What follows belongs to an exercise in optimizing a design on an open flow for a short achievable clock period and few clock cycles; a production flow would make more cautious choices. No functional check of the RTL was part of this run. No activity file was given, so power comes from the tool's default toggle rates.

File: run.sh
#!/bin/bash
# synth_recipe.tcl (not shown) runs the flow's synth.tcl, then flattens the netlist and writes it again
# the make line also repeats each setting of config.mk as NAME=value (left out here)
make -C /OpenROAD-flow-scripts/flow DESIGN_CONFIG=/design/flow/config.mk WORK_HOME=/design/flow/orfs CLKGATE_MAP_FILE= SYNTH_SCRIPT=/design/flow/synth_recipe.tcl finish
File: config.mk
export PLATFORM = sky130hd
export DESIGN_NAME = rvCoreTop
export DESIGN_NICKNAME = rvCoreTop
export VERILOG_FILES = /design/flow/design.v
export SDC_FILE = /design/flow/constraint.sdc
export NUM_CORES = 4
export LEC_CHECK = 0
export CAP_MARGIN = 20
export CORE_MARGIN = 2
export CORE_UTILIZATION = 40
export SLEW_MARGIN = 20
File: constraint.sdc
create_clock -name core_clock -period 10.0 [get_ports {clk}]
set_input_delay 2.0000 -clock core_clock [delete_from_list [all_inputs] [get_ports {clk}]]
set_output_delay 2.0000 -clock core_clock [all_outputs]
set_load 0.01 [all_outputs]
File: design.v
`default_nettype none
package rvPkg;
  typedef enum logic [6:0] {
    OpImm  = 7'b0010011,
    OpReg  = 7'b0110011,
    Branch = 7'b1100011,
    Lui    = 7'b0110111,
    Auipc  = 7'b0010111,
    Jal    = 7'b1101111,
    Jalr   = 7'b1100111,
    Load   = 7'b0000011,
    Store  = 7'b0100011
  } opcode_e;
  typedef enum logic [3:0] {
    Add = 4'h0,
    Sub = 4'h1,
    Or  = 4'h2,
    Xor = 4'h3,
    And = 4'h4,
    LtU = 4'h5,
    LtS = 4'h6,
    SrU = 4'h7,
    SrS = 4'h8,
    Sl  = 4'h9,
    GeU = 4'hB,
    GeS = 4'hC,
    Eq  = 4'hD,
    Ne  = 4'hE
  } aluOp_e;
  typedef enum logic [2:0] {
    Fetch,
    Decode,
    Execute,
    Writeback,
    Memory,
    Redirect
  } ctrlState_e;
  typedef struct packed {
    opcode_e                  opcode;
    logic [2:0]               funct3;
    logic                     funct7b5;
    logic [4-1:0]  rd;
    logic [4-1:0]  rs1;
    logic [4-1:0]  rs2;
    logic [32-1:0]      imm;       
  } decodedInstr_t;
  typedef struct packed {
    logic                 cyc;
    logic                 stb;
    logic                 we;
    logic [32-1:0]  adr;
    logic [32-1:0]  datW;
    logic [3:0]           sel;
  } wbReq_t;
  typedef struct packed {
    logic [32-1:0]  datR;
    logic                 ack;
  } wbResp_t;
  typedef struct packed {
    logic                 valid;
    logic                 isStore;
    logic [2:0]           funct3;
    logic [32-1:0]  address;   
    logic [32-1:0]  storeData;
  } memCmd_t;
  typedef struct packed {
    logic                 load;
    logic [32-1:0]  target;
  } pcCmd_t;
endpackage
`default_nettype wire
`timescale 1ns/1ps
`default_nettype none
module rvCoreTop (
  input  wire         clk,
  input  wire         reset,
  output wire         wb_cyc,
  output wire         wb_stb,
  output wire         wb_we,
  output wire [31:0]  wb_adr,
  output wire [31:0]  wb_dat_w,
  output wire [3:0]   wb_sel,
  input  wire [31:0]  wb_dat_r,
  input  wire         wb_ack,
  output wire [63:0]  retired_count
);
  localparam logic [6:0] OP_IMM = 7'b0010011;
  localparam logic [6:0] OP_REG = 7'b0110011;
  localparam logic [6:0] OP_BR  = 7'b1100011;
  localparam logic [6:0] OP_LUI = 7'b0110111;
  localparam logic [6:0] OP_AUI = 7'b0010111;
  localparam logic [6:0] OP_JAL = 7'b1101111;
  localparam logic [6:0] OP_JLR = 7'b1100111;
  localparam logic [6:0] OP_LD  = 7'b0000011;
  localparam logic [6:0] OP_ST  = 7'b0100011;
  logic        bCyc;
  logic        bWe;
  logic        bFetch;         
  logic        bLoad;          
  logic [31:0] bAdr;
  logic [31:0] bDat;
  logic [3:0]  bSel;
  logic [31:0] fPc;            
  logic        fIssued;        
  logic        fBlock;         
  logic [31:0] q0;
  logic [31:0] q1;
  logic        qv0;
  logic        qv1;
  logic [31:0] dPc;            
  logic        eValid;
  logic        eMem;
  logic        eLoad;
  logic        eStore;
  logic        eJalr;
  logic        eWr;
  logic [3:0]  eRd;
  logic [2:0]  eF3;
  logic [31:0] eX;
  logic [31:0] eY;
  logic [31:0] eR1;
  logic [31:0] eImm;
  logic [31:0] eSd;
  logic        eAdd, eSub, eSll, eSlt, eSltu, eXor, eSrl, eSra, eOr, eAnd;
  logic        ldPend;         
  logic [3:0]  ldRd;
  logic [2:0]  ldF3;
  logic [1:0]  ldOff;
  logic        wbValid;        
  logic [3:0]  wbRd;
  logic [2:0]  wbF3;
  logic [1:0]  wbOff;
  logic [31:0] rdat;
  logic [31:0] regs [1:15];
  logic [63:0] retired;
  logic busAck;
  logic busFree;
  logic ackFetch;
  logic ackLoad;
  assign busAck   = bCyc && wb_ack;
  assign busFree  = !bCyc || wb_ack;
  assign ackFetch = busAck && bFetch;
  assign ackLoad  = busAck && bLoad;
  logic [6:0]  dOp;
  logic [2:0]  dF3;
  logic [3:0]  dRs1;
  logic [3:0]  dRs2;
  logic [3:0]  dRd;
  logic        dUse1;
  logic        dUse2;
  logic        dWr;
  logic [31:0] immI, immS, immB, immU, immJ;
  logic [31:0] rv1;
  logic [31:0] rv2;
  logic        dHazard;
  logic        dAdvance;
  logic        dIsBr;
  logic        dIsJal;
  logic        dRedirect;
  logic        brTaken;
  logic [31:0] dSeq;
  logic [31:0] dTgt;
  logic [31:0] dTarget;
  assign dOp  = q0[6:0];
  assign dF3  = q0[14:12];
  assign dRs1 = q0[18:15];
  assign dRs2 = q0[23:20];
  assign dRd  = q0[10:7];
  assign immI = {{20{q0[31]}}, q0[31:20]};
  assign immS = {{20{q0[31]}}, q0[31:25], q0[11:7]};
  assign immB = {{19{q0[31]}}, q0[31], q0[7], q0[30:25], q0[11:8], 1'b0};
  assign immU = {q0[31:12], 12'b0};
  assign immJ = {{11{q0[31]}}, q0[31], q0[19:12], q0[20], q0[30:21], 1'b0};
  assign dIsBr  = (dOp == OP_BR);
  assign dIsJal = (dOp == OP_JAL);
  assign dUse1  = !((dOp == OP_LUI) || (dOp == OP_AUI) || (dOp == OP_JAL)) && (dRs1 != 4'd0);
  assign dUse2  = ((dOp == OP_REG) || (dOp == OP_BR) || (dOp == OP_ST)) && (dRs2 != 4'd0);
  assign dWr    = !((dOp == OP_BR) || (dOp == OP_ST)) && (dRd != 4'd0);
  assign rv1 = (dRs1 == 4'd0) ? 32'd0 : regs[dRs1];
  assign rv2 = (dRs2 == 4'd0) ? 32'd0 : regs[dRs2];
  function automatic logic busyReg(input logic [3:0] r);
    busyReg = (eValid && eWr && eRd == r) || (ldPend && ldRd == r) || (wbValid && wbRd == r);
  endfunction
  assign dHazard = (dUse1 && busyReg(dRs1)) || (dUse2 && busyReg(dRs2)) ||
                   (dWr && ((ldPend && ldRd == dRd) || (eValid && eLoad && eRd == dRd)));
  assign dAdvance  = qv0 && !dHazard && !(eValid && eMem);
  assign dRedirect = dAdvance && (dIsBr || dIsJal);
  always_comb
  begin
    case (dF3)
      3'd0:    brTaken = (rv1 == rv2);
      3'd1:    brTaken = (rv1 != rv2);
      3'd4:    brTaken = ($signed(rv1) < $signed(rv2));
      3'd5:    brTaken = !($signed(rv1) < $signed(rv2));
      3'd6:    brTaken = (rv1 < rv2);
      default: brTaken = !(rv1 < rv2);
    endcase
  end
  assign dSeq    = dPc + 32'd4;
  assign dTgt    = dPc + (dIsJal ? immJ : immB);
  assign dTarget = (dIsJal || brTaken) ? dTgt : dSeq;
  logic [31:0] eAddr;
  logic [31:0] eResult;
  logic [31:0] eSum;
  logic [31:0] eDiff;
  logic [4:0]  shamt;
  logic [3:0]  eSelV;
  logic [31:0] eDatV;
  logic        eRedirect;
  logic        eDone;
  logic        memIssue;
  assign eAddr = eR1 + eImm;
  assign eSum  = eX + eY;
  assign eDiff = eX - eY;
  assign shamt = eY[4:0];
  always_comb
  begin
    eResult = 32'd0;
    if (eAdd)  eResult = eResult | eSum;
    if (eSub)  eResult = eResult | eDiff;
    if (eSll)  eResult = eResult | (eX << shamt);
    if (eSlt)  eResult = eResult | {31'd0, ($signed(eX) < $signed(eY))};
    if (eSltu) eResult = eResult | {31'd0, (eX < eY)};
    if (eXor)  eResult = eResult | (eX ^ eY);
    if (eSrl)  eResult = eResult | (eX >> shamt);
    if (eSra)  eResult = eResult | 32'($signed(eX) >>> shamt);
    if (eOr)   eResult = eResult | (eX | eY);
    if (eAnd)  eResult = eResult | (eX & eY);
  end
  always_comb
  begin
    case (eF3[1:0])
      2'd0:    eSelV = 4'b0001 << eAddr[1:0];
      2'd1:    eSelV = eAddr[1] ? 4'b1100 : 4'b0011;
      default: eSelV = 4'b1111;
    endcase
    case (eF3[1:0])
      2'd0:    eDatV = {4{eSd[7:0]}};
      2'd1:    eDatV = {2{eSd[15:0]}};
      default: eDatV = eSd;
    endcase
  end
  assign memIssue  = eValid && eMem && busFree;
  assign eDone     = eValid && (!eMem || busFree);
  assign eRedirect = eValid && eJalr;
  logic        redirect;
  logic [31:0] rTarget;
  logic [31:0] fSeq;
  logic [31:0] fAddr;
  logic        qRoomIdle;      
  logic        qRoomAck;       
  logic        fetchGo;
  logic        fetchIssue;
  assign redirect  = dRedirect || eRedirect;
  assign rTarget   = eRedirect ? {eAddr[31:1], 1'b0} : dTarget;
  assign fSeq      = fIssued ? fPc + 32'd4 : fPc;
  assign fAddr     = redirect ? rTarget : fSeq;
  assign qRoomIdle = !qv1 || dAdvance;
  assign qRoomAck  = !qv0 || (dAdvance && !qv1);
  always_comb
  begin
    if (redirect)
      fetchGo = 1'b1;
    else if (fBlock)
      fetchGo = 1'b0;
    else if (ackFetch)
      fetchGo = qRoomAck && !wb_dat_r[6];
    else
      fetchGo = qRoomIdle;
  end
  assign fetchIssue = busFree && !(eValid && eMem) && fetchGo;
  always_ff @(posedge clk)
  begin
    if (reset)
    begin
      bCyc    <= 1'b0;
      bWe     <= 1'b0;
      bFetch  <= 1'b0;
      bLoad   <= 1'b0;
      fPc     <= 32'd0;
      fIssued <= 1'b0;
      fBlock  <= 1'b0;
      qv0     <= 1'b0;
      qv1     <= 1'b0;
      dPc     <= 32'd0;
      eValid  <= 1'b0;
      ldPend  <= 1'b0;
      wbValid <= 1'b0;
      retired <= 64'd0;
    end
    else
    begin
      if (busFree)
      begin
        if (eValid && eMem)
        begin
          bCyc   <= 1'b1;
          bWe    <= eStore;
          bFetch <= 1'b0;
          bLoad  <= eLoad;
        end
        else if (fetchGo)
        begin
          bCyc   <= 1'b1;
          bWe    <= 1'b0;
          bFetch <= 1'b1;
          bLoad  <= 1'b0;
        end
        else
        begin
          bCyc   <= 1'b0;
          bWe    <= 1'b0;
          bFetch <= 1'b0;
          bLoad  <= 1'b0;
        end
      end
      if (fetchIssue)
      begin
        fPc     <= fAddr;
        fIssued <= 1'b1;
      end
      else if (redirect)
      begin
        fPc     <= rTarget;
        fIssued <= 1'b0;
      end
      if (redirect)
        fBlock <= 1'b0;
      else if (ackFetch && wb_dat_r[6])
        fBlock <= 1'b1;
      if (dAdvance)
      begin
        qv0 <= qv1 || ackFetch;
        qv1 <= qv1 && ackFetch;
      end
      else
      begin
        qv0 <= qv0 || ackFetch;
        qv1 <= qv1 || (qv0 && ackFetch);
      end
      if (redirect)
        dPc <= rTarget;
      else if (dAdvance)
        dPc <= dSeq;
      if (dAdvance)
        eValid <= 1'b1;
      else if (eDone)
        eValid <= 1'b0;
      if (memIssue && eLoad)
        ldPend <= 1'b1;
      else if (ackLoad)
        ldPend <= 1'b0;
      wbValid <= ackLoad;
      if (eDone)
        retired <= retired + 64'd1;
    end
  end
  always_ff @(posedge clk)
  begin
    if (dAdvance)
    begin
      if (qv1)
        q0 <= q1;
      else if (ackFetch)
        q0 <= wb_dat_r;
      if (ackFetch)
        q1 <= wb_dat_r;
    end
    else
    begin
      if (ackFetch && !qv0)
        q0 <= wb_dat_r;
      if (ackFetch && qv0)
        q1 <= wb_dat_r;
    end
  end
  always_ff @(posedge clk)
  begin
    if (busFree)
    begin
      if (eValid && eMem)
      begin
        bAdr <= {eAddr[31:2], 2'b00};
        bSel <= eSelV;
      end
      else
      begin
        bAdr <= fAddr;
        bSel <= 4'hf;
      end
    end
    if (memIssue)
      bDat <= eDatV;
  end
  always_ff @(posedge clk)
  begin
    if (dAdvance)
    begin
      eMem   <= (dOp == OP_LD) || (dOp == OP_ST);
      eLoad  <= (dOp == OP_LD);
      eStore <= (dOp == OP_ST);
      eJalr  <= (dOp == OP_JLR);
      eWr    <= dWr;
      eRd    <= dRd;
      eF3    <= dF3;
      eR1    <= rv1;
      eImm   <= (dOp == OP_ST) ? immS : immI;
      eSd    <= rv2;
      eAdd   <= 1'b0;
      eSub   <= 1'b0;
      eSll   <= 1'b0;
      eSlt   <= 1'b0;
      eSltu  <= 1'b0;
      eXor   <= 1'b0;
      eSrl   <= 1'b0;
      eSra   <= 1'b0;
      eOr    <= 1'b0;
      eAnd   <= 1'b0;
      eX     <= rv1;
      eY     <= (dOp == OP_REG) ? rv2 : immI;
      case (dOp)
        OP_IMM, OP_REG:
        begin
          case (dF3)
            3'd0:
            begin
              eAdd <= !(dOp == OP_REG && q0[30]);
              eSub <= (dOp == OP_REG && q0[30]);
            end
            3'd1: eSll  <= 1'b1;
            3'd2: eSlt  <= 1'b1;
            3'd3: eSltu <= 1'b1;
            3'd4: eXor  <= 1'b1;
            3'd5:
            begin
              eSrl <= !q0[30];
              eSra <= q0[30];
            end
            3'd6: eOr   <= 1'b1;
            default: eAnd <= 1'b1;
          endcase
        end
        OP_LUI:
        begin
          eAdd <= 1'b1;
          eX   <= 32'd0;
          eY   <= immU;
        end
        OP_AUI:
        begin
          eAdd <= 1'b1;
          eX   <= dPc;
          eY   <= immU;
        end
        OP_JAL, OP_JLR:
        begin
          eAdd <= 1'b1;
          eX   <= dSeq;
          eY   <= 32'd0;
        end
        default: ;
      endcase
    end
  end
  logic [31:0] wbLane;
  logic [31:0] wbVal;
  assign wbLane = rdat >> {wbOff, 3'b000};
  always_comb
  begin
    case (wbF3)
      3'b000:  wbVal = {{24{wbLane[7]}}, wbLane[7:0]};
      3'b001:  wbVal = {{16{wbLane[15]}}, wbLane[15:0]};
      3'b100:  wbVal = {24'b0, wbLane[7:0]};
      3'b101:  wbVal = {16'b0, wbLane[15:0]};
      default: wbVal = wbLane;
    endcase
  end
  always_ff @(posedge clk)
  begin
    rdat <= wb_dat_r;
    if (memIssue && eLoad)
    begin
      ldRd  <= eRd;
      ldF3  <= eF3;
      ldOff <= eAddr[1:0];
    end
    if (ackLoad)
    begin
      wbRd  <= ldRd;
      wbF3  <= ldF3;
      wbOff <= ldOff;
    end
  end
  always_ff @(posedge clk)
  begin
    for (int i = 1; i < 16; i++)
    begin
      if (wbValid && wbRd == 4'(i))
        regs[i] <= wbVal;
      else if (eDone && eWr && !eLoad && eRd == 4'(i))
        regs[i] <= eResult;
    end
  end
  assign wb_cyc        = bCyc;
  assign wb_stb        = bCyc;
  assign wb_we         = bWe;
  assign wb_adr        = bAdr;
  assign wb_dat_w      = bDat;
  assign wb_sel        = bSel;
  assign retired_count = retired;
endmodule
`default_nettype wire
==> out/results.env <==
STATUS='no timing/DRC/antenna violations'
SYNTH_AREA_LEADERS='sky130_fd_sc_hd__edfxtp_1, sky130_fd_sc_hd__mux2i_1, sky130_fd_sc_hd__dfxtp_1'
FINAL_COMMON_CELL='sky130_fd_sc_hd__edfxtp_1'
CLOCK_TREE.BUFFER_DEPTH=3
LAYOUT_SETUP_WS_NS=2.36
CRIT_PATH_START_KIND='flip-flop'
CRIT_REQUIRED_NS=10.47
PROPORTION_OF_SYNTHESIZED_CHIP_AREA_IN_SEQUENTIAL_CELLS_PCT=45.2
SYNTH_TOP_AREA_CELL='sky130_fd_sc_hd__edfxtp_1'
FINAL_WIRELENGTH_UM=271000
POST_ROUTE_DRC_VIOLATION_COUNT=0
CRITPATHCAPTURETYPE='flip-flop'
POST_SYNTH.CELL_AREA_AVG_UM2=10.0
TIMING.MAX_CAP.VIOLATIONS=0
CLKSLEWWORSTSETUPHOLDPATHS_NS=0.07
HOLD_PATH_CLASS='reg -> reg'
TIMING_MAX_TRANSITION_VIOLATIONS_FINAL=0
SETUP_FIX_BUFS_POST_CTS=0
CLK-INSERTION-DELAY-LATE_NS=0.78
WIRE_PER_INST_UM=33.5
PLACE.GP.CONGESTION=1.04
CLOCKROOTBUFFER='sky130_fd_sc_hd__clkbuf_16'
REG2REG_TO='bAdr[25]$_DFFE_PP_'
YS.WARNINGS.COUNT=34
YS_SEQ_ELEMENTS=963
IO_BUFFERS=169
FIN_CRIT_SH_PCT=76.4
VIASPERCELL=6.73
FIN_HOLD_WS_NS=0.417
STORAGE_ELEMENT_AREA_UM2=27200
MIN-DELAY-START='ldOff[0]$_DFFE_PP_'
TRITONCTS='yes'
FRACTION_OF_SYNTHESIZED_CELL_AREA_TAKEN_BY_THE_TOP_AREA_CELL_TYPE_PCT=39.5
ACHIEVABLE-FREQUENCY_MHz=131
CORE_AREA_UM2=150000
POSTSYNTH.ASYNCRESETSHARE_PCT=0
GRT_OVERFLOW=0
WORST-SLEW-PIN-TRANSITION_NS=1.31
CTS_REPAIR_RESIZE_COUNT=0
DIE-AREA_UM2=154000
WORSTREGTOREGCELLS=16
FLOORPLAN.IO_PINS=170
DRT_FIRST_PASS_ITERS=11
SETUP_TOTAL_NEGATIVE_SLACK_NS=0
GROUTE.USAGE.OVERALL_PCT=34.2
WORSTPATHMAXFANOUT=20
CTS-BUFFERS-INSERTED=105
LAYOUT.FILLER_CELLS=14094
DRIVE_ABOVE_1_SHARE_PCT=11.5
AREA_DELTA_SYNTH_FINAL_PCT=13.1
COUNT_OF_VIAS_PLACED_BY_THE_DETAILED_ROUTER=54505
SYN_INST=6014
MULTI_INPUT_AREA_UM2=31000
UNREPAIRED_SETUP_ENDPOINTS_AFTER_GLOBAL_ROUTING='false'
START_UTIL_PCT=40.3
TIMING.SLEW.HEADROOM_PCT=12.6
SYNTH_FP_NETS=6246
HOLD_PATH_END='wbOff[0]$_DFFE_PP_'
POWER.DENSITY_nW_PER_UM2=145
DR.FIRST_ITER.DRC_COUNT=9390
SYNTH.CELL_AREA_UM2=60200
FINALHOLDVIOLATIONS=0
SYNTH_ENABLE_FLOP_CELLS=792
DESIGN.FINAL.NETS=6227
CTS.SINK_COUNT=963
FF2FF_SETUP_SLACK_NS=2.36
MOSTFREQUENTLAYOUTCELLS='sky130_fd_sc_hd__edfxtp_1, sky130_fd_sc_hd__a21oi_1, sky130_fd_sc_hd__nor2_1'
FINAL-SETUP-VIOL-COUNT=0
TOTAL_PLACED_CELLS_INCLUDING_TAP_CELLS=7903
MIN_PERIOD_NS=7.64
GRT_ANTENNA_BEFORE_REPAIR=13
FINAL.SETUP_SKEW_NS=0.0622
SYNTHFLOPTYPE='sky130_fd_sc_hd__edfxtp_1'
CLOCK_TREE.HTREE_LEVEL_COUNT=3
PLACEMENT_ROWS=142
POSTLAYOUTCOREUTIL_PCT=45.5
GRT_PASS1_WL_UM=379000
CTS_HOLD_BUF=0
ROUTE.ANTENNA.REMAINING_NETS=0
DIE_WIDTH_UM=392
CP_DATA_ARRIVAL_TIME_NS=8.11
WORSTHOLDPATHCELLS=0
POST_SYNTH_NUM_CELL_TYPES=117
GRT_PASS1_VIAS=50583
FINISH.CELL_COUNT_WITHOUT_FILLERS=8096
POST_PLACE_SETUP_SLACK_NS=2.71
PLACE_HPWL_UM=187000
WORST_R2R_STARTPOINT='q0[15]$_DFFE_PP_'
DIE-HEIGHT_UM=392
PEAKVDDDROP_V=0.000136
GRT_START_MAX_NET_PINS=82
LEAKAGE_nW=25.5
TIMING_WORST_SETUP_PATH_TYPE='reg -> reg'
-- per-stage QoR --
step,power (mW),instance area (um^2)
CTS,9.88,68000
detailed placement,5.90,64500
finish,9.90,68100
floorplan,5.37,60200
global placement,5.89,64500
global route,10.1,68100
-- cells by family after synthesis --
kind of cell,Yosys count,share of synthesized area [%]
AOI/OAI and AO/OA,1863,21.1
xor gates and xnor gates,202,2.94
DFF,963,45.2
and+or+nand+nor,1616,12.5
buffers and inverters,669,4.60
muxes,504,9.64
adders and majority gates,197,4.14
-- final cells by class --
class | count | share of cell area (%)
Multi-Input combinational cell | 4382 | 45.6
Tap cell | 2016 | 3.70
Clock inverter | 60 | 1.05
Inverter | 186 | 1.03
Sequential cell | 963 | 39.9
Clock buffer | 128 | 4.09
Timing Repair Buffer | 357 | 4.60
Antenna cell | 4 | 0.0147
-- Yosys cell counts (12+ instances only) --
cell / n
sky130_fd_sc_hd__a211oi_1: 44
sky130_fd_sc_hd__a21o_1: 60
sky130_fd_sc_hd__nand4_1: 77
sky130_fd_sc_hd__or2_2: 14
sky130_fd_sc_hd__a211o_1: 13
sky130_fd_sc_hd__ha_1: 193
sky130_fd_sc_hd__a221oi_1: 84
sky130_fd_sc_hd__a221o_1: 21
sky130_fd_sc_hd__buf_4: 12
sky130_fd_sc_hd__o22ai_1: 14
sky130_fd_sc_hd__a22o_1: 82
sky130_fd_sc_hd__nor3_1: 119
sky130_fd_sc_hd__nand2b_1: 35
sky130_fd_sc_hd__o211ai_1: 41
sky130_fd_sc_hd__nand3_1: 144
sky130_fd_sc_hd__mux2_2: 91
sky130_fd_sc_hd__and3_1: 78
sky130_fd_sc_hd__edfxtp_1: 792
sky130_fd_sc_hd__o31ai_1: 19
sky130_fd_sc_hd__clkbuf_1: 362
sky130_fd_sc_hd__xor2_1: 99
sky130_fd_sc_hd__xnor2_1: 103
sky130_fd_sc_hd__nand2_1: 416
sky130_fd_sc_hd__dfxtp_1: 171
sky130_fd_sc_hd__o21a_1: 16
sky130_fd_sc_hd__nor2_1: 562
sky130_fd_sc_hd__mux2i_1: 361
sky130_fd_sc_hd__a21oi_2: 15
sky130_fd_sc_hd__nor4_1: 19
sky130_fd_sc_hd__a31oi_1: 66
sky130_fd_sc_hd__a22oi_1: 228
sky130_fd_sc_hd__o21bai_1: 22
sky130_fd_sc_hd__o21ai_0: 316
sky130_fd_sc_hd__buf_1: 25
sky130_fd_sc_hd__a222oi_1: 67
sky130_fd_sc_hd__or3_1: 28
sky130_fd_sc_hd__buf_2: 64
sky130_fd_sc_hd__o221ai_1: 13
sky130_fd_sc_hd__buf_6: 14
sky130_fd_sc_hd__inv_1: 182
sky130_fd_sc_hd__a21oi_1: 565
sky130_fd_sc_hd__and2_1: 31
sky130_fd_sc_hd__mux4_2: 52
sky130_fd_sc_hd__nor2b_1: 27
sky130_fd_sc_hd__o21ai_1: 16
-- registers in the layout, indices dropped and copies added (netlist names), 12 cells and up --
register and cells:
bDat 32, retired 64, eImm 12, q1 32, eY 32, eSd 32
eR1 32, bAdr 32, eX 32, fPc 32, q0 32, rdat 32
dPc 32, regs 480
-- per-layer routing --
metal  share of wire, %  GRT usage [%]
met5              0.055              0
met4                7.1           20.2
met3                 13           10.3
met2                 43           51.0
met1                 37           43.8
-- worst max path at each step --
stage	startpoint	to	slack [ns]
5_1_grt	q0[18]$_DFFE_PP_	bAdr[25]$_DFFE_PP_	2.30
6_report	q0[15]$_DFFE_PP_	bAdr[25]$_DFFE_PP_	2.36
3_5_place_dp	q0[18]$_DFFE_PP_	bAdr[25]$_DFFE_PP_	2.71
3_3_place_gp	q0[17]$_DFFE_PP_	bAdr[7]$_DFFE_PP_	2.97
2_1_floorplan	q0[4]$_DFFE_PP_	q0[0]$_DFFE_PP_	1.28
4_1_cts	q0[17]$_DFFE_PP_	bAdr[25]$_DFFE_PP_	2.70
-- power breakdown --
part	switching, mW	leakage [nW]	internal [mW]	total (mW)
clock	1.75	1.68	2.28	4.03
combinational	0.889	15.2	0.450	1.34
sequential	0.103	8.64	4.43	4.54
-- critical path: stages (launching register included) --
cell and delay (ns):
sky130_fd_sc_hd__edfxtp_1 0.92, sky130_fd_sc_hd__nand2_1 0.43, sky130_fd_sc_hd__nor2_4 0.64, sky130_fd_sc_hd__buf_4 0.47
sky130_fd_sc_hd__a222oi_1 0.18, sky130_fd_sc_hd__a31oi_1 1.08, sky130_fd_sc_hd__ha_1 0.41, sky130_fd_sc_hd__a21o_1 0.18
sky130_fd_sc_hd__a211oi_1 0.26, sky130_fd_sc_hd__o221ai_1 0.19, sky130_fd_sc_hd__o21a_1 0.25, sky130_fd_sc_hd__o2111a_1 0.29
sky130_fd_sc_hd__or3_1 0.57, sky130_fd_sc_hd__nor2_4 0.63, sky130_fd_sc_hd__a211oi_1 0.12, sky130_fd_sc_hd__a211oi_1 0.51
sky130_fd_sc_hd__a31oi_1 0.19

-- port drivers added, routing unchanged --
In the flow no input, the clock included, has a driving cell. The finished layout below was timed again as built, in two steps.
Step 1: set_driving_cell puts a clkbuf_16 on clk and a buf_2 on each other input, an assumption about the parent block.
Step 2 times the ports against the registers' clock, not the clock port: input delays grow and output delays shrink by t, the midpoint of the rising clock arrivals with the driver on.
a / b / c = ideal / step 1 / step 2; a / b = the first two.
shift t [ns]: 0.826
slack for setup (ns): 2.358 / 2.358 / 2.358
hold WS [ns]: 0.417 / 0.417 / 0.417
clock arrival spread, ns: 0.062 / 0.063
worst register clock-pin slew, ns: 0.07 / 0.07
After both steps setup and hold are still met in this run. The setup slack of this run moves by 0.000 ns with the drivers and by 0.000 ns with both steps.
